Context: an optimization exercise on an open-source flow, tuned for small area, a short achievable clock period and few clock cycles. The choices shown serve that exercise and are no tape-out recipe.
At most, simulation tests tie the RTL to the original design; equivalence was not proved.
For runs 5 and 6, only the layout was checked, not whether the RTL still works.
Power is estimated from default activity; no workload was simulated.

[flow/design.v]
`default_nettype none
package tsp_pkg;
	localparam logic [7:0] char_cr = 8'h0d;
	localparam logic [7:0] char_lf = 8'h0a;
	localparam logic [7:0] char_zero = 8'h30;
	localparam logic [7:0] char_nine = 8'h39;
	localparam logic [7:0] char_d = 8'h44;
	localparam logic [7:0] char_n = 8'h4e;
	localparam logic [7:0] char_e = 8'h45;
	localparam logic [7:0] char_o = 8'h4f;
	typedef enum logic [1:0] {
		ps_prolog      = 2'd0,
		ps_coordinates = 2'd1,
		ps_busy        = 2'd2
	} parse_state_t;
	localparam int coord_bits_default = 16;
	localparam int node_addr_bits_default = 4;
endpackage
`default_nettype wire
`timescale 1ns/10ps
`default_nettype none
module tsp_top #(
	parameter int coord_bits = tsp_pkg::coord_bits_default,
	parameter int node_addr_bits = tsp_pkg::node_addr_bits_default
) (
	input  wire                                clk,
	input  wire                                rst,
	input  wire  [7:0]                         specdata,
	input  wire                                has_specdata,
	output logic                               ready_to_read,
	output logic [coord_bits+node_addr_bits:0] tour_length,
	output logic                               tour_valid
);
	localparam int len_bits = coord_bits + node_addr_bits + 1;
	localparam int half_bits = len_bits - 1;
	localparam int lo_bits = 11;
	localparam int hi_bits = half_bits - lo_bits;
	localparam logic [2:0] st_hdr_start = 3'd0;  
	localparam logic [2:0] st_hdr_n     = 3'd1;  
	localparam logic [2:0] st_hdr_skip  = 3'd2;  
	localparam logic [2:0] st_hdr_no    = 3'd3;  
	localparam logic [2:0] st_coord     = 3'd4;  
	localparam logic [2:0] st_eof       = 3'd5;  
	logic take;
	logic b_v;          
	logic b_digit;
	logic b_cr;
	logic b_n;
	logic b_o;
	logic b_e;
	logic [3:0] b_d;
	assign take = has_specdata & ready_to_read;
	always_ff @(posedge clk) begin
		if (rst) begin
			ready_to_read <= 1'b0;
			b_v <= 1'b0;
		end else begin
			ready_to_read <= 1'b1;
			b_v <= take && specdata != tsp_pkg::char_lf;
		end
	end
	always_ff @(posedge clk) begin
		b_digit <= (specdata >= tsp_pkg::char_zero) && (specdata <= tsp_pkg::char_nine);
		b_cr <= specdata == tsp_pkg::char_cr;
		b_n <= specdata == tsp_pkg::char_n;
		b_o <= specdata == tsp_pkg::char_o;
		b_e <= specdata == tsp_pkg::char_e;
		b_d <= specdata[3:0];
	end
	logic [2:0] state;
	logic in_num;
	logic [1:0] field_cnt;
	logic first;
	logic [2:0] seq;
	logic close_x;
	logic close_y;
	logic [7:0] acc_lo;
	logic [7:0] acc_hi;
	logic [3:0] acc_k;
	logic [coord_bits-1:0] r;
	logic [coord_bits-1:0] fa;
	logic [coord_bits-1:0] fb;
	logic digit;
	logic field_close;
	logic data_leg;
	logic leg;
	logic eof_cr;
	logic in_num_next;
	logic [11:0] lo_next;
	logic [7:0] hk;
	logic [7:0] hi_next;
	assign lo_next = {acc_lo, 3'b000} + {3'b000, acc_lo, 1'b0} + 12'(b_d);
	assign hk = acc_hi + 8'(acc_k);
	assign hi_next = {hk[4:0], 3'b000} + {hk[6:0], 1'b0};
	assign digit = b_v && b_digit && state == st_coord;
	assign field_close = b_v && !b_digit && in_num;
	assign data_leg = state == st_coord && field_close && field_cnt != 2'd0;
	assign close_x = seq == 3'd2;
	assign close_y = seq == 3'd3;
	assign leg = data_leg || close_x || close_y;
	assign eof_cr = state == st_eof && b_v && b_cr;
	assign in_num_next = b_v ? digit : in_num;
	always_ff @(posedge clk) begin
		if (rst) begin
			state <= st_hdr_start;
			in_num <= 1'b0;
			field_cnt <= '0;
			first <= 1'b1;
			seq <= '0;
		end else begin
			in_num <= in_num_next;
			if (eof_cr)
				seq <= 3'd1;
			else if (seq == 3'd6)
				seq <= '0;
			else if (seq != '0)
				seq <= seq + 3'd1;
			if (close_y)
				first <= 1'b1;
			else if (data_leg && field_cnt == 2'd2)
				first <= 1'b0;
			if (b_v) begin
				if (field_close)
					field_cnt <= field_cnt + 2'd1;
				if (b_cr)
					field_cnt <= '0;
				case (state)
					st_hdr_start:
						if (b_cr)
							state <= st_hdr_start;
						else if (b_n)
							state <= st_hdr_n;
						else
							state <= st_hdr_skip;
					st_hdr_n:
						if (b_cr)
							state <= st_hdr_start;
						else if (b_o)
							state <= st_hdr_no;
						else
							state <= st_hdr_skip;
					st_hdr_skip:
						if (b_cr)
							state <= st_hdr_start;
					st_hdr_no:
						if (b_cr)
							state <= st_coord;
					st_coord:
						if (b_e)
							state <= st_eof;
					default:
						if (b_cr)
							state <= st_hdr_start;
				endcase
			end
		end
	end
	always_ff @(posedge clk) begin
		if (digit) begin
			acc_lo <= lo_next[7:0];
			acc_k <= lo_next[11:8];
			acc_hi <= hi_next;
		end else if (!in_num_next) begin
			{acc_hi, acc_lo} <= (seq == 3'd1 || close_x) ? fa : '0;
			acc_k <= '0;
		end
		r <= {hk, acc_lo};
	end
	logic leg2;
	logic first2;
	logic [coord_bits-1:0] pa;
	logic [coord_bits-1:0] pb;
	logic [coord_bits:0] diff;
	always_ff @(posedge clk) begin
		if (rst)
			leg2 <= 1'b0;
		else
			leg2 <= leg;
	end
	always_ff @(posedge clk) begin
		first2 <= first && data_leg;
		if (leg2) begin
			pa <= pb;
			pb <= r;
		end
		if (first2)
			fb <= r;
		if (first2 || seq == 3'd1)
			fa <= fb;
	end
	assign diff = {1'b0, r} - {1'b0, pa};
	logic [coord_bits-1:0] rise;
	logic leg3;
	logic zero3;
	logic carry;
	logic [lo_bits-1:0] total_lo;
	logic [hi_bits-1:0] total_hi;
	logic [lo_bits:0] sum_lo;
	always_ff @(posedge clk) begin
		if (rst) begin
			leg3 <= 1'b0;
			tour_valid <= 1'b0;
		end else begin
			leg3 <= leg2;
			tour_valid <= seq == 3'd6;
		end
	end
	always_ff @(posedge clk) begin
		rise <= diff[coord_bits-1:0] & {coord_bits{!diff[coord_bits]}};
		zero3 <= first2;
	end
	logic [hi_bits:0] sum_hi_x;
	assign sum_lo = {1'b0, total_lo} + {1'b0, rise[lo_bits-1:0]};
	assign sum_hi_x = {total_hi, 1'b1} + {(leg3 ? hi_bits'(rise[coord_bits-1:lo_bits]) : '0), carry};
	always_ff @(posedge clk) begin
		if (leg3 && zero3) begin
			total_lo <= '0;
			total_hi <= '0;
			carry <= 1'b0;
		end else begin
			if (leg3)
				total_lo <= sum_lo[lo_bits-1:0];
			carry <= leg3 && sum_lo[lo_bits];
			total_hi <= sum_hi_x[hi_bits:1];
		end
	end
	assign tour_length = {total_hi, total_lo, 1'b0};
endmodule
`default_nettype wire
[flow/flow/run.sh]
#!/bin/bash
# Layout flow: the standard ORFS flow (standard.sh) with these changes:
#  - synthesis maps adders with ABC like the rest of the logic instead of
#    extracting them into the library's full/half-adder cells, which are slow
#    (ADDER_MAP_FILE empty);
#  - the final ABC mapping of synthesis runs flow/abc.script instead of ORFS's
#    abc_area.script (synth_abc.tcl swaps the script, then runs the standard flow's own
#    synth_recipe.tcl unchanged, so registers and their names are unchanged);
#  - the port buffers inserted during global placement are
#    sky130_fd_sc_hd__buf_2 instead of the delay-cell buffers buffer_ports
#    picks by default;
#  - clock tree synthesis uses a clkbuf_16 root buffer and clkbuf_8 for the
#    rest of the tree (the same arguments as the standard flow otherwise).
set -euo pipefail
here=$(pwd)
export ADDER_MAP_FILE=
export BUFFER_PORTS_ARGS="-buffer_cell sky130_fd_sc_hd__buf_2"
export CTS_ARGS="-sink_clustering_enable -repair_clock_nets -root_buf sky130_fd_sc_hd__clkbuf_16 -buf_list {sky130_fd_sc_hd__clkbuf_8}"
export MY_ABC_SCRIPT="$here/flow/abc.script"
export FLOW_SYNTH_TCL="$here/synth_recipe.tcl"
sed "s|SYNTH_SCRIPT=[^ ]*|SYNTH_SCRIPT=$here/flow/synth_abc.tcl|" standard.sh > standard_abc.sh
grep -q "SYNTH_SCRIPT=$here/flow/synth_abc.tcl" standard_abc.sh
bash standard_abc.sh > standard_flow.log 2>&1
[flow/flow/abc.script]
strash
dch -f
map -B 0.9
strash
dch -f
map -B 0.9
topo
stime -c
buffer -c
upsize -c
dnsize -c
[flow/flow/synth_abc.tcl]
# Runs the standard flow's synthesis script (synth_recipe.tcl) with one change: the abc
# call that maps the logic to cells uses the script in MY_ABC_SCRIPT.
proc abc {args} {
  set out {}
  set skip 0
  foreach a $args {
    if {$skip} { set skip 0; continue }
    if {$a eq "-script"} { lappend out -script $::env(MY_ABC_SCRIPT); set skip 1; continue }
    lappend out $a
  }
  puts "abc with $::env(MY_ABC_SCRIPT)"
  yosys abc {*}$out
}
source $::env(FLOW_SYNTH_TCL)
[flow/standard.sh]
#!/bin/bash
# synth_recipe.tcl (not shown) runs the flow's synth.tcl, then flattens the netlist and writes it again
# the make line also repeats each setting of config.mk as NAME=value (left out here)
make -C /OpenROAD-flow-scripts/flow DESIGN_CONFIG=/design/flow/config.mk WORK_HOME=/design/flow/orfs CLKGATE_MAP_FILE= SYNTH_SCRIPT=/design/flow/synth_recipe.tcl "${@:-finish}"
[flow/config.mk]
export PLATFORM = sky130hd
export DESIGN_NAME = tsp_top
export DESIGN_NICKNAME = tsp_top
export VERILOG_FILES = /design/flow/design.v
export SDC_FILE = /design/flow/constraint.sdc
export NUM_CORES = 4
export LEC_CHECK = 0
export ABC_AREA = 1
export CAP_MARGIN = 20
export CORE_MARGIN = 2
export CORE_UTILIZATION = 50
export GPL_TIMING_DRIVEN = 0
export SETUP_SLACK_MARGIN = 3.0
export SLEW_MARGIN = 20
[flow/constraint.sdc]
create_clock -name core_clock -period 5.0 [get_ports {clk}]
set_input_delay 1.0000 -clock core_clock [delete_from_list [all_inputs] [get_ports {clk}]]
set_output_delay 1.0000 -clock core_clock [all_outputs]
set_load 0.01 [all_outputs]
==> results of run 1 <==
==> report_power, final <==
group          internal [mW]  switching [mW]  total [mW]
combinational         0.0254          0.0395      0.0648
clock                  0.519           0.499        1.02
sequential              1.40          0.0104        1.41
total                   1.95           0.549        2.50
==> cells by family (layout without fill, tap and decap cells) <==
kind of cell	Yosys count	after routing
AND/OR/NAND/NOR	468	468
flip-flops	163	163
buffers and inverters	142	211
AO/OA/AOI/OAI	119	119
XOR/XNOR	18	18
adder cells (fa/ha/maj)	1	1
other	1	1
==> flip-flops by register name, indices dropped and copies added, names as in the netlist, 2 cells and up <==
| name | cells |
|---|---|
| state | 3 |
| field_cnt | 2 |
| total_lo | 11 |
| total_hi | 9 |
| fa | 16 |
| acc_lo | 8 |
| acc_k | 4 |
| seq | 3 |
| rise | 16 |
| pb | 16 |
| fb | 16 |
| b_d | 4 |
| pa | 16 |
| acc_hi | 8 |
| r | 16 |
==> area by class of cell <==
cell class | instances | area [um^2] | area share
sequential | 163 | 4110 | 0.485
multi-input combinational | 607 | 2950 | 0.348
inverter | 134 | 503 | 0.0594
clock buffer | 17 | 245 | 0.0289
tap | 184 | 230 | 0.0272
timing repair buffer | 37 | 210 | 0.0248
clock inverter | 15 | 181 | 0.0214
buffer | 8 | 51.3 | 0.00605
==> metrics by stage <==
step           cells  hold slack, ns
2_1_floorplan    912           0.370
3_3_place_gp    1128           0.401
3_5_place_dp    1129           0.405
4_1_cts         1163           0.419
5_1_grt         1165           0.427
6_report        1165           0.423
==> synthesized netlist by cell type (all sizes together) <==
library cell	instances	area (um^2)
a32o	4	40.0
a31o	1	8.76
o21bai	1	7.51
a221oi	1	8.76
dfxtp	79	1580
nand4	8	50.1
conb	1	3.75
nor2	108	458
xnor2	7	61.3
nand3	61	323
a21boi	3	22.5
or2	8	50.1
xor2	11	104
a211oi	4	30.0
a22o	1	8.76
edfxtp	84	2520
nor3	15	96.4
nor3b	1	7.51
nor4	2	12.5
a21oi	44	224
buf	5	40.0
nand2	262	1030
a31oi	8	50.1
nand3b	1	7.51
o21a	1	7.51
o21ai	46	230
a2111oi	1	8.76
o211ai	2	15.0
clkbuf	3	11.3
inv	134	503
and2	1	6.26
maj3	1	11.3
a21o	2	15.0
nor4b	1	8.76
==> per-layer routing <==
layer / part of all wire / wire length [um] / vias to the layer above / track usage
li1: - / - / 3070 / -
met1: 0.44 / 6740 / 2749 / 0.243
met2: 0.49 / 7580 / 120 / 0.357
met3: 0.033 / 511 / 39 / 0.0377
met4: 0.032 / 484 / 0 / 0.102
met5: 0 / 0 / - / 0
==> worst max-delay path by stage <==
stage,cells past startpoint,to,start
finish,1,tour_length[1],total_lo[0]$_SDFFE_PP0P_
global route,14,acc_hi[7]$_DFFE_PP_,acc_hi[1]$_DFFE_PP_
CTS,1,tour_length[1],total_lo[0]$_SDFFE_PP0P_
detailed placement,7,acc_hi[2]$_DFFE_PP_,state[0]$_SDFFE_PP0P_
global placement,7,acc_hi[3]$_DFFE_PP_,state[0]$_SDFFE_PP0P_
floorplan,4,b_n$_DFF_P_,specdata[4]
==> what timing repair did <==
action / CTS / global route
setup endpoints to repair: 3 / 17
hold buffers: 0 / 0
pin swaps: 1 / 1
buffers inserted: 2 / 2
resized for setup: 0 / 13
==> metrics.md, run 1 <==
| Metric | Value |
|---|---|
| Outcome | `no timing/DRC/antenna violations` |
| Minimum clock period | `1.94 ns` |
| Final worst slack | `3.06 ns` |
| Clock Root Buffer | `clkbuf_16` |
| Period Utilization, post-route | `0.387` |
| Least-Margin Pin Slew | `about 0.95 ns` |
| CTS tree | `built` |
| CP top delay family | `flip-flops` |
| PwrDens | `295 mW/mm^2` |
| Max Cap Viol | `0` |
| Port Buffer Count | `32` |
| Worst setup SP type | `flop` |
| Sum of buffers and inverters on the critical path | `1` |
| Reg-to-Reg End | `acc_hi[7]$_DFFE_PP_` |
| Post-synthesis simple-gate area fraction | `0.271` |
| Share of layout cells above drive strength 1 | `0.136` |
| Setup TNS after final layout | `0 ns` |
| Compound-Gate Fraction of Synth Area | `0.0895` |
| Slew headroom | `0.367` |
| Setup crit end kind | `primary output` |
| Wirelength per Cell | `around 13 um` |
| CTS H-tree depth | `4` |
| Fill cells | `1302` |
| Hold Fails Final Rpt | `0` |
| Die height | `between 100 and 150 um` |
| Via count | `between 5000 and 6000` |
| Worst setup path category | `reg -> out` |
| CTS Sinks | `around 160` |
| Critical Path RT | `4.00 ns` |
| RSZ-0062 raised after global routing | `true` |
| Area added between synthesis and finish | `12.0%` |
| Max Buffers Root-to-Sink | `2` |
| First-pass DRT Iterations | `6` |
| LEAKAGE | `roughly 3.8 nW` |
| Slowest stage delay, CP | `around 0.40 ns` |
| ANT cells | `0` |
| Cell count after synthesis | `slightly above 900` |
| HP Class | `reg -> reg` |
| Vias per cell | `roughly 5.1` |
| F_max | `just over 500 MHz` |
| First-pass GRT wire length | `26200 um` |
| Hold path start | `pb[14]$_DFFE_PP_` |
| Overflow after GRT | `0` |
| Max-slew violation count | `0` |
| Post-synthesis xor/xnor area fraction | `0.0218` |
| Register area share after synthesis | `0.543` |
| CTS clk-pin slew, worst paths | `0.09 ns` |
| Most frequent cells in the layout | `247 x nand2_1, 127 x inv_1, 92 x nor2_1` |
| Distinct cell type count after synthesis | `50` |
| FF-to-FF Start | `acc_hi[1]$_DFFE_PP_` |
| Die ar. | `approximately 0.016 mm^2` |
| Hold EP | `pa[14]$_DFFE_PP_` |
| Post-synthesis mux area share | `0` |
| Worst path arrival time | `0.94 ns` |
| GRT Overall Usage | `0.204` |
| Post-Syn Area | `roughly 0.0076 mm^2` |
| # IOs | `34` |
| Slowest CP cell | `dfxtp_1` |
| Most common cell after layout, fill and taps aside | `nand2_1` |
| Core Box Area | `0.0146 mm^2` |
| FF-to-FF setup slack | `approximately 3.1 ns` |
| Worst path cell trace | `buf_2` |
| Worst-skew pair later-pin latency | `slightly below 0.4 ns` |
| Die X-Extent | `between 100 and 150 um` |
| Final net count | `just under 1000` |
| Total CTS buffers | `17` |
| Cells on worst reg2reg path | `14` |
| Final ANT Viol Nets | `0` |
| Adder-cell share of the synthesized area | `0.00149` |
| Routed WL | `between 15000 and 20000 um` |
| Vias in the first global route | `roughly 5900` |
| Post-Layout Inst Area | `~0.0085 mm^2` |
| Number of synthesis warnings | `1` |
| DRT iter0 DRCs | `around 260` |
| VDD IR max | `about 0.19 mV` |
| Row count | `44` |
| DP Area | `0.00798 mm^2` |
| Largest net degree at the start of global routing | `30` |
| Syn Nets | `about 920` |
| Gpl congestion | `approximately 0.9` |
| Avg Synthesized Cell Area | `between 8 and 9 um^2` |
| Layout Utilization | `0.579` |
| Initial antenna violation count | `0` |
| Crit path max fanout | `4` |
| DRC violations left | `0` |
| Starting density of the core | `0.516` |
| Synth Register Bits | `between 150 and 200` |
| Final setup viols | `0` |
| DP Worst Slack | `2.99 ns` |
| Skew final | `roughly 0.013 ns` |
| Tot Pwr | `about 2.5 mW` |
| Hold path cells | `0` |
| Largest family of logic cells by synthesized area | `simple AND/OR/NAND/NOR gates` |
| Detailed placement HPWL | `about 11000 um` |
Testbench counts, summed over its fixed seeds: cycles 19,615.
==> inputs of run 2 (changes only) <==
==> flow/flow/abc.script (replaced) <==
strash
dch
map -B 0.9
strash
dch
map -B 0.9
strash
dch
map -B 0.9
topo
stime -c
buffer -c
upsize -c
dnsize -c
==> metrics.md, run 2 <==
| Metric | Value |
|---|---|
| Top cells by count, synth | `240 x nand2_1, 127 x inv_1, 106 x nor2_1, 84 x edfxtp_1, 79 x dfxtp_1` |
| Worst-skew pair later-pin latency | `0.38 ns (about the same)` |
| Die height | `127 um (about the same)` |
| First-pass GRT wire length | `25700 um (-1.8%)` |
| Routed WL | `15400 um (+0.46%)` |
| Post-synth EDFFs | `84 (unchanged)` |
| CTS Sinks | `163 (unchanged)` |
| Max Buffers Root-to-Sink | `2 (unchanged)` |
| LEAKAGE | `3.86 nW (+0.96%)` |
| Worst path arrival time | `0.93 ns (about the same)` |
| Detailed placement HPWL | `11700 um (+1.7%)` |
| Register area share after synthesis | `0.542 (about the same)` |
| First-pass DRT Iterations | `5 (-1)` |
| Worst setup SP type | `flop` |
| Final worst slack | `3.07 ns (+0.0102 ns)` |
| Final net count | `983 (+0.41%)` |
| Via count | `5945 (-0.55%)` |
| RSZ-0062 raised after global routing | `true` |
| Die ar. | `0.0161 mm^2 (about the same)` |
| Largest net degree at the start of global routing | `34 (+13%)` |
| Total CTS buffers | `17 (unchanged)` |
| Overflow after GRT | `0 (unchanged)` |
| Area of the multi-input gates | `0.00296 mm^2 (+0.51%)` |
| Hold EP | `fa[0]$_DFFE_PP_` |
| Post-Layout Inst Area | `0.00845 mm^2 (-0.25%)` |
| Most common cell after layout, fill and taps aside | `nand2_1` |
| Hold path cells | `0 (unchanged)` |
| Slew headroom | `0.397 (+0.0296)` |
| Slowest CP cell | `dfxtp_1` |
| Slowest stage delay, CP | `0.39 ns (about the same)` |
| Gpl congestion | `0.911 (+0.11%)` |
| PwrDens | `288 mW/mm^2 (-2.2%)` |
| DP Area | `0.00796 mm^2 (-0.22%)` |
| Setup TNS after final layout | `0 ns (unchanged)` |
| Final setup viols | `0 (unchanged)` |
| Die X-Extent | `127 um (about the same)` |
| Outcome | `no timing/DRC/antenna violations` |
| Synth Register Bits | `163 (unchanged)` |
| Period Utilization, post-route | `0.385 (-0.00203)` |
| # hold bufs at CTS | `0 (unchanged)` |
| Final ANT Viol Nets | `0 (unchanged)` |
| ANT cells | `0 (unchanged)` |
| Post-synth ARST share | `0 (unchanged)` |
| CTS clk-pin slew, worst paths | `0.10 ns (about the same)` |
| Minimum clock period | `1.93 ns (-0.0102 ns)` |
| Count leader, synth | `nand2_1` |
| Share of layout cells above drive strength 1 | `0.139 (+0.00351)` |
| Layout Cells excl Fill | `1169 (+0.34%)` |
| CP top delay family | `flip-flops` |
| Leading area contributor after synthesis | `edfxtp_1` |
| VDD IR max | `0.185 mV (-3.7%)` |
| Starting density of the core | `0.517 (about the same)` |
| Cell count after synthesis | `914 (+0.22%)` |
| CTS H-tree depth | `4 (unchanged)` |
| Cells on worst reg2reg path | `9 (-5)` |
| F_max | `519 MHz (+0.53%)` |
| Vias in the first global route | `5658 (-3.3%)` |
| Syn Nets | `925 (+0.22%)` |
| Hold path start | `fb[0]$_DFFE_PP_` |
| Fill cells | `1290 (-0.92%)` |
| CTS tree | `built` |
| Avg Synthesized Cell Area | `8.28 um^2 (-0.12%)` |
| GRT Overall Usage | `0.201 (-0.00331)` |
| Initial antenna violation count | `0 (unchanged)` |
| Post-Syn Area | `0.00757 mm^2 (about the same)` |
| Core Box Area | `0.0146 mm^2 (unchanged)` |
| Worst setup path category | `reg -> out` |
| Wirelength per Cell | `13.2 um (+0.12%)` |
| Largest cells by area after synthesis | `edfxtp_1 33%, dfxtp_1 21%, nand2_1 12%` |
| Skew final | `0.0142 ns (+0.000824 ns)` |
| Least-Margin Pin Slew | `0.903 ns (-0.0443 ns)` |
| Sum of buffers and inverters on the critical path | `1 (unchanged)` |
| Max Cap Viol | `0 (unchanged)` |
| DRC violations left | `0 (unchanged)` |
| Critical Path RT | `4.00 ns (about the same)` |
| Tot Pwr | `2.44 mW (-2.5%)` |
| Distinct cell type count after synthesis | `51 (+2.0%)` |
| Layout Utilization | `0.577 (-0.00145)` |
| Row count | `44 (unchanged)` |
| HP Class | `reg -> reg` |
| Setup crit end kind | `primary output` |
| Hold Fails Final Rpt | `0 (unchanged)` |
| Reg-to-Reg End | `acc_k[0]$_SDFFCE_PN0P_` |
| Area added between synthesis and finish | `11.7%` |
| DRT iter0 DRCs | `348 (+33%)` |
| Top cell type's share of synthesized area | `0.333 (about the same)` |
| DP Cell Count | `1129 (unchanged)` |
| FF-to-FF Start | `acc_lo[4]$_DFFE_PP_` |
| Hold_ws | `0.427 ns (+0.00401 ns)` |
| Crit path max fanout | `4 (unchanged)` |
| Number of synthesis warnings | `1 (unchanged)` |
| Worst path cell trace | `buf_2` |
| # IOs | `34 (unchanged)` |
| FF-to-FF setup slack | `3.11 ns (about the same)` |
| Port Buffer Count | `31 (-3.1%)` |
| DP Worst Slack | `2.91 ns (-0.0713 ns)` |
| Sequential Area | `0.00411 mm^2 (about the same)` |
| Most frequent cells in the layout | `232 x nand2_1, 127 x inv_1, 103 x nor2_1` |
| Clock Root Buffer | `clkbuf_16` |
| Vias per cell | `5.09 (-0.89%)` |
| Max-slew violation count | `0 (unchanged)` |
| Ys flop type | `edfxtp_1` |
[run 2: cell count changes in the layout (fill, tap and decap cells not counted), moves of 4 or more]
cell      before  now
a31oi_1        8    4
clkinv_4       4    0
a21o_1         2    7
xor2_1        10    6
o21ai_0       33   37
nor2_1        92  103
nand2_1      247  232
nand2_2       11   20
inv_8          0    6
[run 2: where the power goes]
group	leakage, nW	total (mW)	switching (mW)	internal (mW)
logic	2.18	0.0619	0.0391	0.0228
clock network	0.209	0.960	0.551	0.408
registers	1.47	1.41	0.0110	1.40
[run 2: how the worst max path moves through the flow]
stage	start	to	depth (start not counted)
floorplan	specdata[4]	b_v$_SDFF_PP0_	3
global placement	specdata[4]	b_v$_SDFF_PP0_	4
detailed placement	specdata[4]	b_v$_SDFF_PP0_	4
CTS	state[2]$_SDFFE_PP0P_	acc_hi[2]$_DFFE_PP_	8
global route	acc_lo[3]$_DFFE_PP_	acc_k[1]$_SDFFCE_PN0P_	14
finish	total_lo[5]$_SDFFE_PP0P_	tour_length[6]	1
[run 2: per-layer routing]
metal	vias to the layer above	GRT usage	share of wire
met5	-	0	0
met4	0	0.0879	0.032
met3	32	0.0490	0.042
met2	138	0.331	0.47
met1	2664	0.254	0.45
li1	3111	-	-
[run 2: cells by family (layout without fill, tap and decap cells)]
group | after synthesis | in the layout | share of synthesized area
xor+xnor | 11 | 11 | 0.0137
simple gates | 476 | 476 | 0.278
other cells | 1 | 1 | 0.000495
compound gates | 124 | 124 | 0.0932
flops | 163 | 163 | 0.542
buf+inv | 139 | 210 | 0.0721
[run 2: final cells by class]
type | instances | area share
timing repair buffer | 39 | 0.0255
buffer | 6 | 0.00518
inverter | 133 | 0.0594
multi-input combinational | 612 | 0.350
clock inverter | 14 | 0.0161
sequential | 163 | 0.486
tap | 184 | 0.0272
clock buffer | 18 | 0.0306
[run 2: what timing repair did]
item / 4_1_cts / 5_1_grt
gates resized for setup: 0 / 14
hold endpoints to repair: 0 / 0
buffers inserted: 0 / 8
endpoints found under the setup margin: 0 / 13
==> inputs of run 3 (changes only) <==
==> flow/flow/abc.script (replaced) <==
strash
dch
map -B 0.9
strash
dch
map -B 0.9
topo
stime -c
buffer -c
upsize -c
dnsize -c
==> metrics.md, run 3 <==
| Metric | Value |
|---|---|
| Starting density of the core | `0.507 (-0.0101)` |
| Slowest stage delay, CP | `0.39 ns (about the same)` |
| Wirelength per Cell | `13.2 um (+0.45%)` |
| Largest family of logic cells by synthesized area | `simple AND/OR/NAND/NOR gates` |
| Layout Cells excl Fill | `1165 (-0.34%)` |
| Count leader, synth | `nand2_1` |
| Crit path max fanout | `5 (+1)` |
| Area of the multi-input gates | `0.00303 mm^2 (+2.4%)` |
| Top cells by count, synth | `222 x nand2_1, 112 x inv_1, 104 x nor2_1, 84 x edfxtp_1, 79 x dfxtp_1` |
| DP Cell Count | `1125 (-0.35%)` |
| Register area share after synthesis | `0.538 (-0.00356)` |
| Reg-to-Reg End | `acc_lo[1]$_DFFE_PP_` |
| Setup TNS after final layout | `0 ns (unchanged)` |
| Top cell type's share of synthesized area | `0.331 (-0.00219)` |
| PwrDens | `296 mW/mm^2 (+2.6%)` |
| Total CTS buffers | `17 (unchanged)` |
| Outcome | `no timing/DRC/antenna violations` |
| Hold EP | `fa[3]$_DFFE_PP_` |
| Hold path cells | `0 (unchanged)` |
| Routed WL | `15400 um (+0.10%)` |
| Critical Path RT | `4.00 ns (about the same)` |
| Post-synthesis simple-gate area fraction | `0.280 (+0.00145)` |
| Post-synth ARST share | `0 (unchanged)` |
| Adder-cell share of the synthesized area | `0 (unchanged)` |
| Syn Nets | `917 (-0.86%)` |
| Row count | `45 (+2.3%)` |
| Share of layout cells above drive strength 1 | `0.159 (+0.0196)` |
| Skew final | `0.0142 ns (+0.0000468 ns)` |
| Max Used Layer | `met4` |
| Largest net degree at the start of global routing | `34 (unchanged)` |
| CTS tree | `built` |
| Distinct cell type count after synthesis | `52 (+2.0%)` |
| GRT Overall Usage | `0.201 (-0.000490)` |
| Hold_ws | `0.412 ns (-0.0144 ns)` |
| Post-synthesis xor/xnor area fraction | `0.0182 (+0.00451)` |
| Met1 Routed Length | `7140 um (+2.1%)` |
| First-pass GRT wire length | `25600 um (-0.56%)` |
| Compound-Gate Fraction of Synth Area | `0.0962 (+0.00300)` |
| LEAKAGE | `3.85 nW (-0.51%)` |
| CTS H-tree depth | `4 (unchanged)` |
| Initial antenna violation count | `0 (unchanged)` |
| Die X-Extent | `127 um (+0.32%)` |
| Detailed placement HPWL | `11700 um (+0.79%)` |
| Sequential Area | `0.00411 mm^2 (about the same)` |
| RSZ-0062 raised after global routing | `false` |
| Vias in the first global route | `5608 (-0.88%)` |
| Max Buffers Root-to-Sink | `2 (unchanged)` |
| Core Box Area | `0.0150 mm^2 (+2.7%)` |
| Final ANT Viol Nets | `0 (unchanged)` |
| Hold Fails Final Rpt | `0 (unchanged)` |
| Least-Margin Pin Slew | `0.906 ns (+0.00336 ns)` |
| Slew headroom | `0.394 (-0.00225)` |
| Sum of buffers and inverters on the critical path | `1 (unchanged)` |
| VDD IR max | `0.197 mV (+6.6%)` |
| DRT iter0 DRCs | `289 (-17%)` |
| Port Buffer Count | `31 (unchanged)` |
| Leading area contributor after synthesis | `edfxtp_1` |
| Vias per cell | `5.07 (-0.21%)` |
| Slowest CP cell | `dfxtp_1` |
| Period Utilization, post-route | `0.383 (-0.00187)` |
| Die height | `127 um (+0.32%)` |
| Final setup viols | `0 (unchanged)` |
| ANT cells | `0 (unchanged)` |
| F_max | `522 MHz (+0.49%)` |
| First-pass DRT Iterations | `5 (unchanged)` |
| HP Class | `reg -> reg` |
| Number of synthesis warnings | `1 (unchanged)` |
| WL met3 | `347 um (-46%)` |
| Minimum clock period | `1.92 ns (-0.00936 ns)` |
| Clock Root Buffer | `clkbuf_16` |
| Max Cap Viol | `0 (unchanged)` |
| Avg Synthesized Cell Area | `8.41 um^2 (+1.5%)` |
| Via count | `5912 (-0.56%)` |
| CP top delay family | `flip-flops` |
| Synth Register Bits | `163 (unchanged)` |
| Fill cells | `1363 (+5.7%)` |
| Overflow after GRT | `0 (unchanged)` |
| CTS clk-pin slew, worst paths | `0.09 ns (about the same)` |
| Hold path start | `fb[3]$_DFFE_PP_` |
| FF-to-FF Start | `state[0]$_SDFFE_PP0P_` |
| Area added between synthesis and finish | `11.9%` |
| Largest cells by area after synthesis | `edfxtp_1 33%, dfxtp_1 21%, nand2_1 11%` |
| # IOs | `34 (unchanged)` |
| Most common cell after layout, fill and taps aside | `nand2_1` |
| Post-synth EDFFs | `84 (unchanged)` |
| Cells on worst reg2reg path | `7 (-2)` |
| DRC violations left | `0 (unchanged)` |
| Cell count after synthesis | `906 (-0.88%)` |
| Final net count | `975 (-0.81%)` |
| Ys flop type | `edfxtp_1` |
| Setup crit end kind | `primary output` |
| Metal2 WL | `7680 um (+5.7%)` |
| Most frequent cells in the layout | `222 x nand2_1, 116 x inv_1, 99 x nor2_1` |
| Worst path cell trace | `buf_2` |
| Worst setup SP type | `flop` |
| Post-synthesis mux area share | `0 (unchanged)` |
| Die ar. | `0.0162 mm^2 (+0.65%)` |
| CTS Sinks | `163 (unchanged)` |
| Post-Syn Area | `0.00762 mm^2 (+0.66%)` |
| FF-to-FF setup slack | `3.13 ns (+0.02 ns)` |
| Worst path arrival time | `0.92 ns (about the same)` |
| Gpl congestion | `0.935 (+2.7%)` |
| Worst-skew pair later-pin latency | `0.38 ns (about the same)` |
| Worst setup path category | `reg -> out` |
| Max-slew violation count | `0 (unchanged)` |
-- run 3: area by class of cell --
type,instances,share of cell area
Multi-Input combinational cell,611,0.356
Inverter,126,0.0558
Sequential cell,163,0.482
Tap cell,188,0.0276
Timing Repair Buffer,39,0.0252
Clock buffer,18,0.0304
Buffer,6,0.00382
Clock inverter,14,0.0201
-- run 3: worst max-delay path by stage --
stage,startpoint,end,cells after the start
2_1_floorplan,acc_k[0]$_SDFFCE_PN0P_,acc_hi[7]$_DFFE_PP_,14
3_3_place_gp,state[1]$_SDFFE_PP0P_,acc_hi[3]$_DFFE_PP_,7
3_5_place_dp,state[1]$_SDFFE_PP0P_,acc_hi[1]$_DFFE_PP_,7
4_1_cts,total_hi[6]$_SDFF_PP0_,tour_length[18],1
5_1_grt,acc_lo[0]$_DFFE_PP_,acc_lo[6]$_DFFE_PP_,12
6_report,total_hi[6]$_SDFF_PP0_,tour_length[18],1
-- run 3: what timing repair did --
action                     4_1_cts  5_1_grt
setup buffers                    2        6
hold buffers                     0        0
pin swaps                        1        0
gates resized for setup          1        7
setup endpoints to repair        7        6
-- run 3: report_power, final --
part | internal [mW] | switching (mW)
clock | 0.570 | 0.462
combinational | 0.0272 | 0.0444
sequential | 1.40 | 0.0125
-- run 3: cell families after synthesis --
group                  Yosys count
AND/OR/NAND/NOR                470
flip-flops                     163
buffers and inverters          132
AO/OA/AOI/OAI                  125
XOR/XNOR                        15
other                            1
-- run 3: through the flow --
stage | area, um^2 | setup slack [ns] | utilization | power [mW]
final | 8530 | 3.08 | 0.567 | 2.52
after CTS | 8460 | 3.06 | 0.563 | 2.55
after global routing | 8530 | 2.99 | 0.567 | 2.62
after detailed placement | 8010 | 2.94 | 0.533 | 1.52
after global placement | 8010 | 3.01 | 0.533 | 1.52
after floorplan | 7620 | 3.36 | - | 1.49
-- run 3: metal layers --
layer	global-route usage	up-vias
met4	0.0743	0
met5	0	-
met1	0.247	2729
met2	0.349	83
met3	0.0406	19
li1	-	3081
==> inputs of run 4 (changes only) <==
==> flow/flow/abc.script (replaced) <==
strash
dch -f
map -B 0.9
strash
dch -f
map -B 0.9
topo
stime -c
buffer -c
upsize -c
dnsize -c
--- a/flow/config.mk
+++ b/flow/config.mk
@@ -12,3 +12,3 @@
 export GPL_TIMING_DRIVEN = 0
-export SETUP_SLACK_MARGIN = 3.0
+export SETUP_SLACK_MARGIN = 3.05
 export SLEW_MARGIN = 20
==> metrics.md, run 4 <==
| Metric | Value |
|---|---|
| Outcome | `no timing/DRC/antenna violations` |
| GRT Overall Usage | `0.204 (+0.00380)` |
| HP Class | `reg -> reg` |
| Area added between synthesis and finish | `13.2%` |
| Slew headroom | `0.372 (-0.0223)` |
| CP top delay family | `flip-flops` |
| Syn Nets | `923 (+0.65%)` |
| Worst-skew pair later-pin latency | `0.39 ns (about the same)` |
| Distinct cell type count after synthesis | `50 (-3.8%)` |
| Core Box Area | `0.0146 mm^2 (-2.6%)` |
| DRC violations left | `0 (unchanged)` |
| Vias per cell | `5.17 (+1.8%)` |
| Routed WL | `15600 um (+1.3%)` |
| Synth Register Bits | `163 (unchanged)` |
| Row count | `44 (-2.2%)` |
| Post-Syn Area | `0.00756 mm^2 (-0.76%)` |
| Port Buffer Count | `32 (+3.2%)` |
| Hold_ws | `0.423 ns (+0.0106 ns)` |
| Max Cap Viol | `0 (unchanged)` |
| # IOs | `34 (unchanged)` |
| Wirelength per Cell | `13.3 um (+0.85%)` |
| Final ANT Viol Nets | `0 (unchanged)` |
| Post-synth ARST share | `0 (unchanged)` |
| Period Utilization, post-route | `0.379 (-0.00414)` |
| Worst setup SP type | `flop` |
| RSZ-0062 raised after global routing | `true` |
| CTS clk-pin slew, worst paths | `0.09 ns (about the same)` |
| F_max | `527 MHz (+1.1%)` |
| Leading area contributor after synthesis | `edfxtp_1` |
| LEAKAGE | `3.86 nW (+0.46%)` |
| Count leader, synth | `nand2_1` |
| Number of synthesis warnings | `1 (unchanged)` |
| Max-slew violation count | `0 (unchanged)` |
| Minimum clock period | `1.90 ns (-0.0207 ns)` |
| CTS H-tree depth | `4 (unchanged)` |
| FF-to-FF Start | `acc_hi[1]$_DFFE_PP_` |
| PwrDens | `292 mW/mm^2 (-1.2%)` |
| Gpl congestion | `0.910 (-2.7%)` |
| Post-synth EDFFs | `84 (unchanged)` |
| Most common cell after layout, fill and taps aside | `nand2_1` |
| Ys flop type | `edfxtp_1` |
| Die ar. | `0.0161 mm^2 (-0.74%)` |
| Slowest CP cell | `dfxtp_1` |
| Final net count | `984 (+0.92%)` |
| Register area share after synthesis | `0.543 (+0.00410)` |
| Hold path start | `pb[14]$_DFFE_PP_` |
| Skew final | `0.00992 ns (-0.00430 ns)` |
| Via count | `6046 (+2.3%)` |
| Top cell type's share of synthesized area | `0.333 (+0.00252)` |
| # hold bufs at CTS | `0 (unchanged)` |
| Worst setup path category | `reg -> out` |
| Vias in the first global route | `5851 (+4.3%)` |
| Worst path cell trace | `buf_2` |
| Setup TNS after final layout | `0 ns (unchanged)` |
| Sum of buffers and inverters on the critical path | `1 (unchanged)` |
| Hold Fails Final Rpt | `0 (unchanged)` |
| Worst path arrival time | `0.90 ns (-0.02 ns)` |
| VDD IR max | `0.195 mV (-0.86%)` |
| First-pass GRT wire length | `26200 um (+2.5%)` |
| Top cells by count, synth | `252 x nand2_1, 127 x inv_1, 93 x nor2_1, 84 x edfxtp_1, 79 x dfxtp_1` |
| Initial antenna violation count | `0 (unchanged)` |
| Largest net degree at the start of global routing | `30 (-12%)` |
| Clock Root Buffer | `clkbuf_16` |
| Cell count after synthesis | `912 (+0.66%)` |
| Most frequent cells in the layout | `244 x nand2_1, 126 x inv_1, 88 x nor2_1` |
| ANT cells | `0 (unchanged)` |
| Final setup viols | `0 (unchanged)` |
| Total CTS buffers | `17 (unchanged)` |
| Tot Pwr | `2.50 mW (-0.80%)` |
| Starting density of the core | `0.516 (+0.00954)` |
| Overflow after GRT | `0 (unchanged)` |
| Crit path from | `total_lo[5]$_SDFFE_PP0P_` |
| Detailed placement HPWL | `11500 um (-2.4%)` |
| First-pass DRT Iterations | `5 (unchanged)` |
| Crit path max fanout | `4 (-1)` |
| Least-Margin Pin Slew | `0.939 ns (+0.0333 ns)` |
| CTS Sinks | `163 (unchanged)` |
| Largest cells by area after synthesis | `edfxtp_1 33%, dfxtp_1 21%, nand2_1 13%` |
| Setup crit end kind | `primary output` |
| Slowest stage delay, CP | `0.37 ns (-0.02 ns)` |
| Avg Synthesized Cell Area | `8.29 um^2 (-1.4%)` |
| Die height | `127 um (-0.37%)` |
| DRT iter0 DRCs | `273 (-5.5%)` |
| Share of layout cells above drive strength 1 | `0.160 (+0.00159)` |
| CTS tree | `built` |
| Die X-Extent | `127 um (-0.37%)` |
| Critical Path RT | `4.00 ns (about the same)` |
| Max Buffers Root-to-Sink | `2 (unchanged)` |
run 4: cell count changes in the layout (fill, tap and decap cells not counted), sizes merged, moves of 3 or more:
| cell | delta |
|---|---|
| nand3 | +3 |
| xnor2 | +3 |
| buf | +5 |
| a21oi | -6 |
| o21ai | -4 |
| nor2 | -10 |
| nand2 | +13 |
| clkinv | +3 |
| inv | +5 |
run 4: final cells by class:
class / count / area, um^2
Fill cell: 1302 / 6080
Buffer: 8 / 51.3
Inverter: 134 / 503
Multi-Input combinational cell: 607 / 2980
Sequential cell: 163 / 4120
Tap cell: 184 / 230
Timing Repair Buffer: 42 / 248
Clock inverter: 15 / 181
Clock buffer: 17 / 245
run 4: worst paths after layout:
kind,slack (ns),cells after the start,end
worst max-delay path,3.10,1,tour_length[6]
worst min-delay path,0.42,0,pa[14]$_DFFE_PP_
worst max register to register,3.14,14,acc_hi[7]$_DFFE_PP_
worst min register to register,0.42,0,pa[14]$_DFFE_PP_
run 4: routing by layer:
| metal | GRT usage | vias up | share of wire |
|---|---|---|---|
| met5 | 0 | - | 0 |
| met1 | 0.243 | 2779 | 0.43 |
| met3 | 0.0377 | 40 | 0.040 |
| met2 | 0.357 | 150 | 0.50 |
| li1 | - | 3077 | - |
| met4 | 0.102 | 0 | 0.034 |
run 4: logic make-up after synthesis:
kind of cell               Yosys count  synth area share
DFF                                163             0.543
other                                1          0.000496
adders and majority gates            1           0.00149
xor gates and xnor gates            18            0.0218
AOI/OAI and AO/OA                  119            0.0895
and+or+nand+nor                    468             0.271
buffers and inverters              142            0.0733
run 4: stage by stage:
step | util | instance area (um^2) | cells | setup WS [ns]
6_report | 0.585 | 8560 | 1170 | 3.10
5_1_grt | 0.585 | 8560 | 1170 | 2.96
4_1_cts | 0.575 | 8430 | 1163 | 3.05
3_5_place_dp | 0.545 | 7980 | 1129 | 2.99
3_3_place_gp | 0.543 | 7950 | 1128 | 3.03
2_1_floorplan | - | 7560 | 912 | 3.34
run 4: timing repair:
item,CTS,global route
pin swaps,1,4
setup endpoints to repair,12,33
gates resized for setup,3,32
setup buffers,2,7
run 4: where the power goes:
group          total, mW  leakage (nW)  internal, mW  switching (mW)
clock               1.02         0.212         0.519           0.501
sequential          1.41          1.48          1.40          0.0107
combinational     0.0660          2.17        0.0259          0.0401
total               2.50          3.86          1.95           0.552
==> inputs of run 5 (changes only) <==
--- a/flow/design.v
+++ b/flow/design.v
@@ -34,5 +34,4 @@
 	localparam int len_bits = coord_bits + node_addr_bits + 1;
-	localparam int half_bits = len_bits - 1;
 	localparam int lo_bits = 11;
-	localparam int hi_bits = half_bits - lo_bits;
+	localparam int hi_bits = len_bits - lo_bits;
 	localparam logic [2:0] st_hdr_start = 3'd0;  
@@ -73,3 +72,2 @@
 	logic first;
-	logic [2:0] seq;
 	logic close_x;
@@ -89,7 +87,6 @@
 	logic [11:0] lo_next;
-	logic [7:0] hk;
 	logic [7:0] hi_next;
 	assign lo_next = {acc_lo, 3'b000} + {3'b000, acc_lo, 1'b0} + 12'(b_d);
-	assign hk = acc_hi + 8'(acc_k);
-	assign hi_next = {hk[4:0], 3'b000} + {hk[6:0], 1'b0};
+	assign hi_next = {acc_hi[4:0], 3'b000} + {acc_hi[6:0], 1'b0} +
+		{acc_k[3:0], 3'b000} + {3'b000, acc_k, 1'b0};
 	assign digit = b_v && b_digit && state == st_coord;
@@ -97,4 +94,2 @@
 	assign data_leg = state == st_coord && field_close && field_cnt != 2'd0;
-	assign close_x = seq == 3'd2;
-	assign close_y = seq == 3'd3;
 	assign leg = data_leg || close_x || close_y;
@@ -108,11 +103,8 @@
 			first <= 1'b1;
-			seq <= '0;
+			close_x <= 1'b0;
+			close_y <= 1'b0;
 		end else begin
 			in_num <= in_num_next;
-			if (eof_cr)
-				seq <= 3'd1;
-			else if (seq == 3'd6)
-				seq <= '0;
-			else if (seq != '0)
-				seq <= seq + 3'd1;
+			close_x <= eof_cr;
+			close_y <= close_x;
 			if (close_y)
@@ -163,6 +155,6 @@
 		end else if (!in_num_next) begin
-			{acc_hi, acc_lo} <= (seq == 3'd1 || close_x) ? fa : '0;
+			{acc_hi, acc_lo} <= (eof_cr || close_x) ? fa : '0;
 			acc_k <= '0;
 		end
-		r <= {hk, acc_lo};
+		r <= {acc_hi + 8'(acc_k), acc_lo};
 	end
@@ -187,3 +179,3 @@
 			fb <= r;
-		if (first2 || seq == 3'd1)
+		if (first2 || eof_cr)
 			fa <= fb;
@@ -191,3 +183,4 @@
 	assign diff = {1'b0, r} - {1'b0, pa};
-	logic [coord_bits-1:0] rise;
+	logic [coord_bits-1:0] mag;
+	logic neg;
 	logic leg3;
@@ -198,2 +191,3 @@
 	logic [lo_bits:0] sum_lo;
+	logic [3:0] done_q;
 	always_ff @(posedge clk) begin
@@ -201,2 +195,3 @@
 			leg3 <= 1'b0;
+			done_q <= '0;
 			tour_valid <= 1'b0;
@@ -204,12 +199,16 @@
 			leg3 <= leg2;
-			tour_valid <= seq == 3'd6;
-		end
-	end
-	always_ff @(posedge clk) begin
-		rise <= diff[coord_bits-1:0] & {coord_bits{!diff[coord_bits]}};
+			done_q <= {done_q[2:0], close_y};
+			tour_valid <= done_q[2];
+		end
+	end
+	always_ff @(posedge clk) begin
+		mag <= diff[coord_bits-1:0] ^ {coord_bits{diff[coord_bits]}};
+		neg <= diff[coord_bits];
 		zero3 <= first2;
 	end
+	logic [lo_bits+1:0] sum_lo_x;
 	logic [hi_bits:0] sum_hi_x;
-	assign sum_lo = {1'b0, total_lo} + {1'b0, rise[lo_bits-1:0]};
-	assign sum_hi_x = {total_hi, 1'b1} + {(leg3 ? hi_bits'(rise[coord_bits-1:lo_bits]) : '0), carry};
+	assign sum_lo_x = {1'b0, total_lo, 1'b1} + {1'b0, mag[lo_bits-1:0], neg};
+	assign sum_lo = sum_lo_x[lo_bits+1:1];
+	assign sum_hi_x = {total_hi, 1'b1} + {(leg3 ? hi_bits'(mag[coord_bits-1:lo_bits]) : '0), carry};
 	always_ff @(posedge clk) begin
@@ -226,3 +225,3 @@
 	end
-	assign tour_length = {total_hi, total_lo, 1'b0};
+	assign tour_length = {total_hi, total_lo};
 endmodule
==> flow/flow/run.sh (replaced) <==
#!/bin/bash
# Layout flow: the standard ORFS flow (standard.sh) with two changes:
#  - synthesis maps adders with ABC like the rest of the logic instead of
#    extracting them into the library's full/half-adder cells, which are slow
#    (ADDER_MAP_FILE empty; registers and their names are unchanged);
#  - the port buffers inserted during global placement are
#    sky130_fd_sc_hd__buf_2 instead of the delay-cell buffers buffer_ports
#    picks by default.
set -euo pipefail
export ADDER_MAP_FILE=
export BUFFER_PORTS_ARGS="-buffer_cell sky130_fd_sc_hd__buf_2"
bash standard.sh > standard_flow.log 2>&1
--- a/flow/config.mk
+++ b/flow/config.mk
@@ -11,4 +11,4 @@
 export CORE_UTILIZATION = 50
-export GPL_TIMING_DRIVEN = 0
-export SETUP_SLACK_MARGIN = 3.05
+export CTS_BUF_LIST = sky130_fd_sc_hd__clkbuf_4 sky130_fd_sc_hd__clkbuf_8
+export SETUP_SLACK_MARGIN = 3.0
 export SLEW_MARGIN = 20
removed: flow/flow/abc.script
removed: flow/flow/synth_abc.tcl
==> metrics.md, run 5 <==
| Metric | Value |
|---|---|
| Outcome | `no timing/DRC/antenna violations` |
| RSZ-0062 raised after global routing | `true` |
| Post-synthesis mux area share | `0 (unchanged)` |
| Via count | `6116 (+1.2%)` |
| Cell count after synthesis | `951 (+4.3%)` |
| Detailed placement HPWL | `11200 um (-1.8%)` |
| First-pass GRT wire length | `24700 um (-5.7%)` |
| Worst-skew pair later-pin latency | `0.46 ns (+0.07 ns)` |
| Routed WL | `15800 um (+1.0%)` |
| Flop pwr share | `0.535 (-0.031)` |
| Final ANT Viol Nets | `0 (unchanged)` |
| Period Utilization, post-route | `0.403 (+0.0240)` |
| CTS tree | `built` |
| Max-slew violation count | `0 (unchanged)` |
| LEAKAGE | `4.19 nW (+8.5%)` |
| Synth Register Bits | `167 (+2.5%)` |
| Sequential Area | `0.00423 mm^2 (+2.7%)` |
| Compound-Gate Fraction of Synth Area | `0.103 (+0.0135)` |
| Comb power frac | `0.141 (+0.115)` |
| GRT Overall Usage | `0.187 (-0.0170)` |
| Top cells by count, synth | `215 x nand2_1, 141 x inv_1, 119 x nor2_1, 84 x edfxtp_1, 83 x dfxtp_1` |
| DRC violations left | `0 (unchanged)` |
| Power Internal | `2.03 mW (+4.2%)` |
| Wirelength per Cell | `12.6 um (-5.5%)` |
| Post-synthesis xor/xnor area fraction | `0.0618 (+0.0400)` |
| Vias in the first global route | `5311 (-9.2%)` |
| Die ar. | `0.0171 mm^2 (+5.8%)` |
| Critical Path RT | `5.23 ns (+1.23 ns)` |
| Max Cap Viol | `0 (unchanged)` |
| Most frequent cells in the layout | `183 x nand2_1, 138 x inv_1, 106 x nor2_1` |
| Post-synth EDFFs | `84 (unchanged)` |
| Fill cells | `1439 (+11%)` |
| Starting density of the core | `0.508 (-0.00808)` |
| Switching part of the total | `0.295 (+0.0747)` |
| Share of layout cells above drive strength 1 | `0.243 (+0.0825)` |
| Max Buffers Root-to-Sink | `2 (unchanged)` |
| Skew final | `0.0136 ns (+0.00370 ns)` |
| Total CTS buffers | `17 (unchanged)` |
| ANT cells | `0 (unchanged)` |
| Die X-Extent | `131 um (+2.9%)` |
| PwrDens | `306 mW/mm^2 (+4.7%)` |
| # hold bufs at CTS | `0 (unchanged)` |
| Top cell type's share of synthesized area | `0.315 (-0.0189)` |
| Distinct cell type count after synthesis | `48 (-4.0%)` |
| F_max | `496 MHz (-5.9%)` |
| HP Class | `reg -> reg` |
| Worst path arrival time | `2.25 ns (+1.35 ns)` |
| Worst path cell trace | `nor2_2 > inv_2 > nand3_1 > nand2_2 > nor2_1 > a21oi_4 > nor2_4 > a21oi_4 > o21bai_1 > nand2_1 > nand3_1 > nand2_1` |
| Total net switching power | `0.852 mW (+54%)` |
| Largest net degree at the start of global routing | `34 (+13%)` |
| Crit path max fanout | `6 (+2)` |
| Die height | `131 um (+2.9%)` |
| Setup crit end kind | `flop` |
| Layout Utilization | `0.598 (+0.0133)` |
| Row count | `46 (+4.5%)` |
| Largest family of logic cells by synthesized area | `simple AND/OR/NAND/NOR gates` |
| Area added between synthesis and finish | `17.6%` |
| FF-to-FF setup slack | `2.98 ns (-0.16 ns)` |
| Slew headroom | `0.405 (+0.0323)` |
| Worst setup path category | `reg -> reg` |
| Met1 Use GR | `0.245 (+0.00241)` |
| Vias per cell | `4.89 (-5.3%)` |
| Hold Fails Final Rpt | `0 (unchanged)` |
| Largest cells by area after synthesis | `edfxtp_1 31%, dfxtp_1 21%, nand2_1 10%` |
| Clock Root Buffer | `clkbuf_8` |
| Slowest stage delay, CP | `0.52 ns (+0.15 ns)` |
| Minimum clock period | `2.02 ns (+0.120 ns)` |
| Cells on worst reg2reg path | `12 (-2)` |
| Worst setup SP type | `flop` |
| Most common cell after layout, fill and taps aside | `nand2_1` |
| Ys flop type | `edfxtp_1` |
| Avg Synthesized Cell Area | `8.43 um^2 (+1.7%)` |
| Hold path cells | `2 (+2)` |
| Register area share after synthesis | `0.522 (-0.0207)` |
| Met3 Use GR | `0.0354 (-0.00226)` |
| Initial antenna violation count | `0 (unchanged)` |
| Clk pwr share | `0.324 (-0.084)` |
| Core Box Area | `0.0158 mm^2 (+7.7%)` |
| Post-synthesis simple-gate area fraction | `0.236 (-0.0345)` |
| # IOs | `34 (unchanged)` |
| Gpl congestion | `0.858 (-5.7%)` |
| Adder-cell share of the synthesized area | `0 (-0.00149)` |
| Port Buffer Count | `33 (+3.1%)` |
| Number of synthesis warnings | `1 (unchanged)` |
| Leading area contributor after synthesis | `edfxtp_1` |
| Post-synth ARST share | `0 (unchanged)` |
| CTS Sinks | `167 (+2.5%)` |
| Post-Syn Area | `0.00802 mm^2 (+6.0%)` |
| Least-Margin Pin Slew | `0.891 ns (-0.0484 ns)` |
| Most used routing layer | `met2` |
| Final setup viols | `0 (unchanged)` |
| CTS clk-pin slew, worst paths | `0.10 ns (about the same)` |
| Count leader, synth | `nand2_1` |
| VDD IR max | `0.166 mV (-15%)` |
| CTS H-tree depth | `4 (unchanged)` |
| Overflow after GRT | `0 (unchanged)` |
| First-pass DRT Iterations | `4 (-1)` |
| Syn Nets | `962 (+4.2%)` |
| Setup TNS after final layout | `0 ns (unchanged)` |
| Slowest CP cell | `edfxtp_1` |
| Final net count | `1032 (+4.9%)` |
| Area of the multi-input gates | `0.00357 mm^2 (+20%)` |
| Grt met2 use | `0.302 (-0.0550)` |
| DRT iter0 DRCs | `341 (+25%)` |
==> run 5: layout make-up <==
type	count	share of cell area
repair buffers	59	0.0435
clock buffers	17	0.0248
clock inverters	15	0.0162
flip-flops and latches	167	0.449
well taps	216	0.0287
inverters	149	0.0593
multi-input cells	627	0.379
==> run 5: power by group through the flow <==
stage                     combinational [mW]  sequential (mW)  clock (mW)
after floorplan                        0.263             1.56           0
after global placement                 0.343             1.57           0
after detailed placement               0.344             1.57           0
after CTS                              0.347             1.54       0.970
after global routing                   0.462             1.55        1.03
final                                  0.406             1.54       0.936
==> run 5: cell families (layout without fill, tap and decap cells) <==
family / count (synthesis) / in the layout
and+or+nand+nor: 441 / 442
xor gates and xnor gates: 48 / 48
AOI/OAI and AO/OA: 137 / 137
buffers and inverters: 158 / 240
DFF: 167 / 167
==> run 5: timing repair <==
item,CTS,global route
setup endpoints to repair,23,65
endpoints found under the hold margin,0,0
resized for setup,19,116
setup buffers,0,24
cloned,0,1
pin swaps,1,39
==> run 5: critical path: cells and delay by family, from the launching register on <==
kind	cells	cell delay, ns
buffers and inverters	1	0.05
AO/OA/AOI/OAI	3	0.27
AND/OR/NAND/NOR	8	0.94
flip-flops	1	0.52
==> run 5: per-stage QoR <==
step / power, mW / hold slack, ns / setup slack (ns) / area, um^2 / cells
after global placement: 1.91 / 0.389 / 2.97 / 8410 / 1193
after global routing: 3.04 / 0.420 / 2.86 / 9430 / 1250
after CTS: 2.86 / 0.410 / 3.00 / 8830 / 1225
final: 2.88 / 0.407 / 2.98 / 9430 / 1250
after floorplan: 1.83 / 0.343 / 3.23 / 8020 / 951
after detailed placement: 1.91 / 0.396 / 2.93 / 8410 / 1193
==> run 5: per-layer routing <==
| metal | share of wire | wire [um] | up-vias |
|---|---|---|---|
| li1 | - | - | 3209 |
| met5 | 0 | 0 | - |
| met2 | 0.47 | 7410 | 79 |
| met4 | 0.034 | 534 | 0 |
| met3 | 0.024 | 371 | 31 |
| met1 | 0.47 | 7440 | 2797 |
==> run 5: final timing paths <==
check,startpoint,to
max,acc_hi[2]$_DFFE_PP_,acc_hi[7]$_DFFE_PP_
min,done_q[1]$_SDFF_PP0_,done_q[2]$_SDFF_PP0_
max reg2reg,acc_hi[2]$_DFFE_PP_,acc_hi[7]$_DFFE_PP_
min reg2reg,done_q[1]$_SDFF_PP0_,done_q[2]$_SDFF_PP0_
==> inputs of run 6 (changes only) <==
--- a/flow/design.v
+++ b/flow/design.v
@@ -34,4 +34,2 @@
 	localparam int len_bits = coord_bits + node_addr_bits + 1;
-	localparam int lo_bits = 11;
-	localparam int hi_bits = len_bits - lo_bits;
 	localparam logic [2:0] st_hdr_start = 3'd0;  
@@ -74,6 +72,5 @@
 	logic close_y;
-	logic [7:0] acc_lo;
-	logic [7:0] acc_hi;
-	logic [3:0] acc_k;
-	logic [coord_bits-1:0] r;
+	logic [coord_bits-1:0] acc;
+	logic [coord_bits-1:0] pa;
+	logic [coord_bits-1:0] pb;
 	logic [coord_bits-1:0] fa;
@@ -86,7 +83,3 @@
 	logic in_num_next;
-	logic [11:0] lo_next;
-	logic [7:0] hi_next;
-	assign lo_next = {acc_lo, 3'b000} + {3'b000, acc_lo, 1'b0} + 12'(b_d);
-	assign hi_next = {acc_hi[4:0], 3'b000} + {acc_hi[6:0], 1'b0} +
-		{acc_k[3:0], 3'b000} + {3'b000, acc_k, 1'b0};
+	logic [coord_bits:0] diff;
 	assign digit = b_v && b_digit && state == st_coord;
@@ -150,39 +143,22 @@
 	always_ff @(posedge clk) begin
-		if (digit) begin
-			acc_lo <= lo_next[7:0];
-			acc_k <= lo_next[11:8];
-			acc_hi <= hi_next;
-		end else if (!in_num_next) begin
-			{acc_hi, acc_lo} <= (eof_cr || close_x) ? fa : '0;
-			acc_k <= '0;
-		end
-		r <= {acc_hi + 8'(acc_k), acc_lo};
-	end
-	logic leg2;
-	logic first2;
-	logic [coord_bits-1:0] pa;
-	logic [coord_bits-1:0] pb;
-	logic [coord_bits:0] diff;
-	always_ff @(posedge clk) begin
-		if (rst)
-			leg2 <= 1'b0;
-		else
-			leg2 <= leg;
-	end
-	always_ff @(posedge clk) begin
-		first2 <= first && data_leg;
-		if (leg2) begin
+		if (digit)
+			acc <= acc * coord_bits'(10) + coord_bits'(b_d);
+		else if (!in_num_next)
+			acc <= (eof_cr || close_x) ? fa : '0;
+		if (leg) begin
 			pa <= pb;
-			pb <= r;
-		end
-		if (first2)
-			fb <= r;
-		if (first2 || eof_cr)
+			pb <= acc;
+		end
+		if (first && data_leg)
+			fb <= acc;
+		if ((first && data_leg) || eof_cr)
 			fa <= fb;
 	end
-	assign diff = {1'b0, r} - {1'b0, pa};
+	assign diff = {1'b0, acc} - {1'b0, pa};
+	localparam int lo_bits = 11;
+	localparam int hi_bits = len_bits - lo_bits;
 	logic [coord_bits-1:0] mag;
 	logic neg;
-	logic leg3;
-	logic zero3;
+	logic leg_q;
+	logic zero_q;
 	logic carry;
@@ -190,7 +166,8 @@
 	logic [hi_bits-1:0] total_hi;
-	logic [lo_bits:0] sum_lo;
-	logic [3:0] done_q;
+	logic [lo_bits+1:0] sum_lo_x;
+	logic [hi_bits:0] sum_hi_x;
+	logic [2:0] done_q;
 	always_ff @(posedge clk) begin
 		if (rst) begin
-			leg3 <= 1'b0;
+			leg_q <= 1'b0;
 			done_q <= '0;
@@ -198,5 +175,5 @@
 		end else begin
-			leg3 <= leg2;
-			done_q <= {done_q[2:0], close_y};
-			tour_valid <= done_q[2];
+			leg_q <= leg;
+			done_q <= {done_q[1:0], close_y};
+			tour_valid <= done_q[1];
 		end
@@ -206,11 +183,8 @@
 		neg <= diff[coord_bits];
-		zero3 <= first2;
-	end
-	logic [lo_bits+1:0] sum_lo_x;
-	logic [hi_bits:0] sum_hi_x;
+		zero_q <= first && data_leg;
+	end
 	assign sum_lo_x = {1'b0, total_lo, 1'b1} + {1'b0, mag[lo_bits-1:0], neg};
-	assign sum_lo = sum_lo_x[lo_bits+1:1];
-	assign sum_hi_x = {total_hi, 1'b1} + {(leg3 ? hi_bits'(mag[coord_bits-1:lo_bits]) : '0), carry};
-	always_ff @(posedge clk) begin
-		if (leg3 && zero3) begin
+	assign sum_hi_x = {total_hi, 1'b1} + {(leg_q ? hi_bits'(mag[coord_bits-1:lo_bits]) : '0), carry};
+	always_ff @(posedge clk) begin
+		if (leg_q && zero_q) begin
 			total_lo <= '0;
@@ -219,5 +193,5 @@
 		end else begin
-			if (leg3)
-				total_lo <= sum_lo[lo_bits-1:0];
-			carry <= leg3 && sum_lo[lo_bits];
+			if (leg_q)
+				total_lo <= sum_lo_x[lo_bits:1];
+			carry <= leg_q && sum_lo_x[lo_bits+1];
 			total_hi <= sum_hi_x[hi_bits:1];
==> flow/flow/run.sh (replaced) <==
#!/bin/bash
# Layout flow: the standard ORFS flow, with the port buffers inserted
# during global placement made from sky130_fd_sc_hd__buf_2 cells instead of
# the delay-cell buffers buffer_ports picks by default. Everything else is
# the standard flow (standard.sh), including its synthesis.
set -euo pipefail
export BUFFER_PORTS_ARGS="-buffer_cell sky130_fd_sc_hd__buf_2"
bash standard.sh > standard_flow.log 2>&1
--- a/flow/config.mk
+++ b/flow/config.mk
@@ -10,3 +10,3 @@
 export CORE_MARGIN = 2
-export CORE_UTILIZATION = 50
+export CORE_UTILIZATION = 40
 export CTS_BUF_LIST = sky130_fd_sc_hd__clkbuf_4 sky130_fd_sc_hd__clkbuf_8
==> metrics.md, run 6 <==
| Metric | Value |
|---|---|
| Routed WL | `16100 um (+2.1%)` |
| ANT cells | `0 (unchanged)` |
| Post-Layout Inst Area | `0.00928 mm^2 (-1.6%)` |
| CTS clk-pin slew, worst paths | `0.09 ns (about the same)` |
| VDD IR max | `0.172 mV (+3.7%)` |
| Hold path start | `pb[8]$_DFFE_PP_` |
| Most common cell after layout, fill and taps aside | `nand2_1` |
| Hold Fails Final Rpt | `0 (unchanged)` |
| CTS H-tree depth | `4 (unchanged)` |
| Worst-skew pair later-pin latency | `0.44 ns (-0.02 ns)` |
| Gpl congestion | `0.875 (+2.0%)` |
| Fill cells | `1689 (+17%)` |
| Distinct cell type count after synthesis | `39 (-19%)` |
| Number of synthesis warnings | `1 (unchanged)` |
| Reg-to-Reg End | `acc[15]$_DFFE_PP_` |
| LEAKAGE | `4.23 nW (+0.96%)` |
| Largest cells by area after synthesis | `edfxtp_1 32%, dfxtp_1 17%, ha_1 10%` |
| HP Class | `reg -> reg` |
| Max Buffers Root-to-Sink | `2 (unchanged)` |
| Initial antenna violation count | `0 (unchanged)` |
| Skew final | `0.0153 ns (+0.00163 ns)` |
| First-pass GRT wire length | `26900 um (+9.0%)` |
| Port Buffer Count | `33 (unchanged)` |
| # IOs | `34 (unchanged)` |
| Overflow after GRT | `0 (unchanged)` |
| FF-to-FF Start | `acc[3]$_DFFE_PP_` |
| RSZ-0062 raised after global routing | `true` |
| Count leader, synth | `nand2_1` |
| Minimum clock period | `2.78 ns (+0.767 ns)` |
| Critical Path RT | `5.19 ns (-0.04 ns)` |
| Outcome | `no timing/DRC/antenna violations` |
| Most frequent cells in the layout | `175 x nand2_1, 116 x inv_1, 80 x edfxtp_1` |
| Share of layout cells above drive strength 1 | `0.227 (-0.0156)` |
| Wirelength per Cell | `13.7 um (+8.5%)` |
| Die height | `141 um (+7.8%)` |
| Register area share after synthesis | `0.492 (-0.0300)` |
| Synth Register Bits | `144 (-14%)` |
| Clock Root Buffer | `clkbuf_8` |
| Core Box Area | `0.0185 mm^2 (+17%)` |
| Hold EP | `pa[8]$_DFFE_PP_` |
| F_max | `359 MHz (-28%)` |
| DRC violations left | `0 (unchanged)` |
| Total CTS buffers | `17 (unchanged)` |
| Vias in the first global route | `5556 (+4.6%)` |
| Layout Cells excl Fill | `1176 (-5.9%)` |
| Crit path max fanout | `4 (-2)` |
| GRT Overall Usage | `0.170 (-0.0174)` |
| Layout Utilization | `0.501 (-0.0970)` |
| Post-Syn Area | `0.00749 mm^2 (-6.6%)` |
| DP Area | `0.00800 mm^2 (-4.9%)` |
| Top cell type's share of synthesized area | `0.321 (+0.00620)` |
| Worst setup SP type | `flop` |
| Row count | `50 (+8.7%)` |
| Period Utilization, post-route | `0.557 (+0.153)` |
| Met1 Use GR | `0.225 (-0.0200)` |
| Die ar. | `0.0198 mm^2 (+16%)` |
| Cell count after synthesis | `834 (-12%)` |
| Starting density of the core | `0.404 (-0.104)` |
| Vias per cell | `4.84 (-1.2%)` |
| Ys flop type | `edfxtp_1` |
| Top cells by count, synth | `190 x nand2_1, 118 x inv_1, 80 x edfxtp_1, 64 x dfxtp_1, 62 x nand3_1` |
| Final worst slack | `2.22 ns (-0.767 ns)` |
| Least-Margin Pin Slew | `0.739 ns (-0.152 ns)` |
| Cells on worst reg2reg path | `14 (+2)` |
| FF-to-FF setup slack | `2.22 ns (-0.77 ns)` |
| Max-slew violation count | `0 (unchanged)` |
| Leading area contributor after synthesis | `edfxtp_1` |
| Max Cap Viol | `0 (unchanged)` |
| Via count | `5686 (-7.0%)` |
| Final ANT Viol Nets | `0 (unchanged)` |
| CTS tree | `built` |
## run 6: final cells by class
cell class,count,area [um^2],area share
multi-input combinational,561,3720,0.401
tap,234,293,0.0316
clock buffer,20,256,0.0277
sequential,144,3700,0.399
clock inverter,12,181,0.0196
timing repair buffer,82,646,0.0696
inverter,122,469,0.0506
timing repair inverter,1,5.00,0.000540
## run 6: per-layer routing
metal	vias up	routed length, um	part of all wire
li1	2979	-	-
met4	0	196	0.012
met1	2590	7500	0.47
met3	13	640	0.040
met2	104	7740	0.48
met5	-	0	0
## run 6: where the power goes
part           leakage (nW)  switching, mW  internal [mW]
sequential             1.30         0.0289           1.28
combinational          2.70          0.213          0.152
clock                 0.227          0.470          0.567
## run 6: kinds of logic after synthesis
group / count (synthesis) / share of synthesized area
and+or+nand+nor: 339 / 0.195
DFF: 144 / 0.492
adders and majority gates: 65 / 0.114
AOI/OAI and AO/OA: 121 / 0.0899
buffers and inverters: 130 / 0.0663
xor gates and xnor gates: 35 / 0.0429
## run 6: worst max path at each step
stage,slack (ns),start,to,cells past startpoint
detailed placement,2.08,acc[1]$_DFFE_PP_,acc[14]$_DFFE_PP_,16
global placement,2.11,acc[3]$_DFFE_PP_,acc[14]$_DFFE_PP_,16
finish,2.22,acc[3]$_DFFE_PP_,acc[15]$_DFFE_PP_,14
global route,2.08,acc[3]$_DFFE_PP_,acc[15]$_DFFE_PP_,14
floorplan,2.30,acc[3]$_DFFE_PP_,acc[14]$_DFFE_PP_,16
CTS,2.21,acc[1]$_DFFE_PP_,acc[14]$_DFFE_PP_,16
## run 6: timing repair
| action | CTS | global route |
|---|---|---|
| buffers inserted | 33 | 14 |
| setup endpoints to repair | 101 | 87 |
| pin swaps | 22 | 18 |
| resized for setup | 46 | 51 |
| cloned | 2 | 0 |
## run 6: stage by stage
| stage | hold slack [ns] | total power [mW] |
|---|---|---|
| floorplan | 0.388 | 1.58 |
| global placement | 0.400 | 1.66 |
| detailed placement | 0.402 | 1.66 |
| CTS | 0.412 | 2.72 |
| global route | 0.431 | 2.84 |
| finish | 0.407 | 2.72 |
## run 6: critical path, cell delays in order, from the launching register on
cell	delay, ns
edfxtp_1	0.46
ha_4	0.29
ha_4	0.17
fa_2	0.54
buf_4	0.11
buf_6	0.09
nand2_2	0.06
nor2_4	0.10
nand2_2	0.08
nor2_4	0.14
nand3_4	0.09
nor2_4	0.16
nand4_1	0.09
nand3_1	0.09
nand2_1	0.05

==> afterwards: timing with drivers on the ports <==
In the flow no input, the clock included, has a driving cell. The finished layouts below were timed again as built, in two steps. Step 1 sets driving cells, clkbuf_16 on the clock port and buf_2 on the other inputs (assumed; they add their load-dependent delay and slew). Step 2, shift: input delay + t, output delay - t, t = (earliest + latest rising clock arrival at the registers) / 2. This alone moves slack from input paths to output paths. Three values: no drivers, after step 1, after step 2; two values: the first two.
run	t, ns	setup WS [ns]
run 1	0.418	3.064 / 3.024 / 3.116
run 2	0.420	3.074 / 3.032 / 2.926
run 3	0.417	3.083 / 3.037 / 3.132
run 4	0.422	3.104 / 3.064 / 3.117
run 5	0.493	2.984 / 2.984 / 2.984
run 6	0.469	2.217 / 2.217 / 2.217
After both steps setup and hold are still met in every run listed.
